This design comes from an exercise in tuning for small area on the open sky130 flow, not from production work. The RTL was checked by simulation tests, not by an equivalence proof against the original design. Power and IR drop assume default switching activity.

Setup of harbor:
// inst_rom_loadable
module inst_rom_loadable #(
    parameter int             A    = 8,
    parameter int             W    = 9,
    parameter int             CW   = 3,
    parameter logic [W-1:0]   FILL = '0
) (
    input  logic            Clk,
    input  logic            Reset_n,
    input  logic            LoadStart,
    input  logic            LoadValid,
    input  logic [CW-1:0]   LoadData,
    input  logic            LoadLast,
    output logic            LoadReady,
    output logic            LoadDone,
    output logic            LoadErr,
    output logic [A:0]      LoadCount,
    input  logic            FetchEn,
    input  logic [A-1:0]    InstAddress,
    output logic [W-1:0]    InstOut,
    output logic            InstValid
);
    localparam int CPW   = W / CW;
    localparam int CCW   = (CPW > 1) ? $clog2(CPW) : 1;
    localparam int DEPTH = 2 ** A;
    localparam int LB    = A / 2;             
    localparam int HB    = A - LB;            
    localparam int NL    = 2 ** LB;
    localparam int LD    = 2 ** HB;
    localparam int KB    = 3;
    localparam int K     = 2 ** KB;
    localparam int NPL   = LD / K;
    localparam int NP    = (K + CPW - 1) / CPW;
    typedef enum logic [1:0] {
        S_IDLE  = 2'd0,
        S_LOAD  = 2'd1,
        S_READY = 2'd2
    } state_t;
    state_t              state_r;
    logic [CCW-1:0]      chunk_r;
    logic [W-CW-1:0]     partial_r;
    logic                load_ready_r;
    logic                load_done_r;
    logic                load_err_r;
    logic [A:0]          load_count_r;
    logic [W-1:0]        inst_out_r;
    logic                inst_valid_r;
    logic [HB-1:0]       rot_r;
    logic [HB-1:0]       rot_n;
    logic [NL-1:0][LD-1:0][W-1:0] ring_r;
    logic [NP-1:0][W-1:0]    pend_r;
    logic [NP-1:0]           pend_v_r;
    logic [NP-1:0]       ins_hit_r;       
    logic [LB-1:0]       ins_lane_r;      
    logic [HB-1:KB]      ins_pt_r;        
    logic                beat_s;
    logic                last_chunk_s;
    logic                wp_full_s;
    logic [W-1:0]        shifted_s;
    logic                mem_we_s;
    logic                fetch_s;
  ...
==> flow/config.mk <==
export PLATFORM = sky130hd
export DESIGN_NAME = inst_rom_loadable
export DESIGN_NICKNAME = inst_rom_loadable
export VERILOG_FILES = /design/flow/design.v
export SDC_FILE = /design/flow/constraint.sdc
export NUM_CORES = 4
export LEC_CHECK = 0
export CAP_MARGIN = 20
export CORE_MARGIN = 2
export CORE_UTILIZATION = 55
export CTS_CLUSTER_DIAMETER = 100
export CTS_CLUSTER_SIZE = 30
export GPL_TIMING_DRIVEN = 0
export SETUP_SLACK_MARGIN = 0.2
export SLEW_MARGIN = 20
export SYNTH_HIERARCHICAL = 1
==> flow/constraint.sdc <==
create_clock -name core_clock -period 4.0 [get_ports {Clk}]
set_input_delay 0.8000 -clock core_clock [delete_from_list [all_inputs] [get_ports {Clk}]]
set_output_delay 0.8000 -clock core_clock [all_outputs]
set_load 0.01 [all_outputs]
run.sh (not shown) runs the stock make flow with config.mk's settings and CLKGATE_MAP_FILE= SYNTH_SCRIPT=/design/flow/synth_recipe.tcl, a recipe that flattens the netlist after the stock synthesis.
harbor ended with every stage complete and zero timing, DRC or antenna violations.
Relative to harbor, the following input files were edited for amber:
- a change of SETUP_SLACK_MARGIN from 0.2 to 0.12
- a change of CORE_UTILIZATION from 55 to 60
--- outcome ---
Against harbor, amber reports a power consumption that is lower.
Adder and majority cell fraction of the synthesized area delta (amber -> harbor): insignificant
amber ended up with inst_out_r[4] as its capture point of the critical path; harbor ended up with inst_out_r[3].
Against harbor, amber comes in 4.9 points higher on initial core utilization.
Relative to harbor, critical path depth has decreased by 1 in amber.
amber has met2 track demand over resource in global routing above what harbor had.
The kind of path behind the tightest hold check comes out flop to flop in one run and input pin to asynchronous set/reset pin in the other, namely in harbor and amber respectively.
Against harbor, amber reports a post-detailed-placement cell area that is lower.
Reported for amber and harbor, number of remaining DRC errors turned out identical to the last digit.
On amber: global routing usage on met3 is 0.15 points higher than what harbor gave.
From harbor to amber the numbers moved as follows: data-path buffer share of cell area in the final layout dropped 1.1 points, post-route fraction of the period consumed by the critical path grew by 2.6 points, final worst-path setup slack decreased by 0.10 ns relative to the old numbers.

==> afterwards: timing with drivers on the ports <==
No port has a modelled driver above. Below, the same layouts with a new extraction and two added sets of constraints.
Step 1 sets driving cells, clkbuf_16 on the clock port and buf_2 on the other inputs (assumed; they add their load-dependent delay and slew).
Step 2 also shifts input and output timing later by t, the mid clock arrival at the registers, as if the neighbouring blocks saw the same clock.
Slacks: no drivers / after step 1 / after step 2; pairs: no drivers / after step 1.
run | t (ns) | setup WS [ns] | hold slack, ns | slew at the worst register clock pin (ns)
harbor | 0.801 | 0.216 / 0.216 / -0.503 | 0.336 / 0.336 / 0.336 | 0.12 / 0.12
amber | 0.793 | 0.114 / 0.113 / -0.595 | 0.086 / 0.029 / 0.338 | 0.12 / 0.12
With both steps, setup timing fails in harbor and amber, where it was met with ideal ports. The setup slack of harbor, which loses most, moves by 0.000 ns with the drivers and by -0.719 ns with both steps.
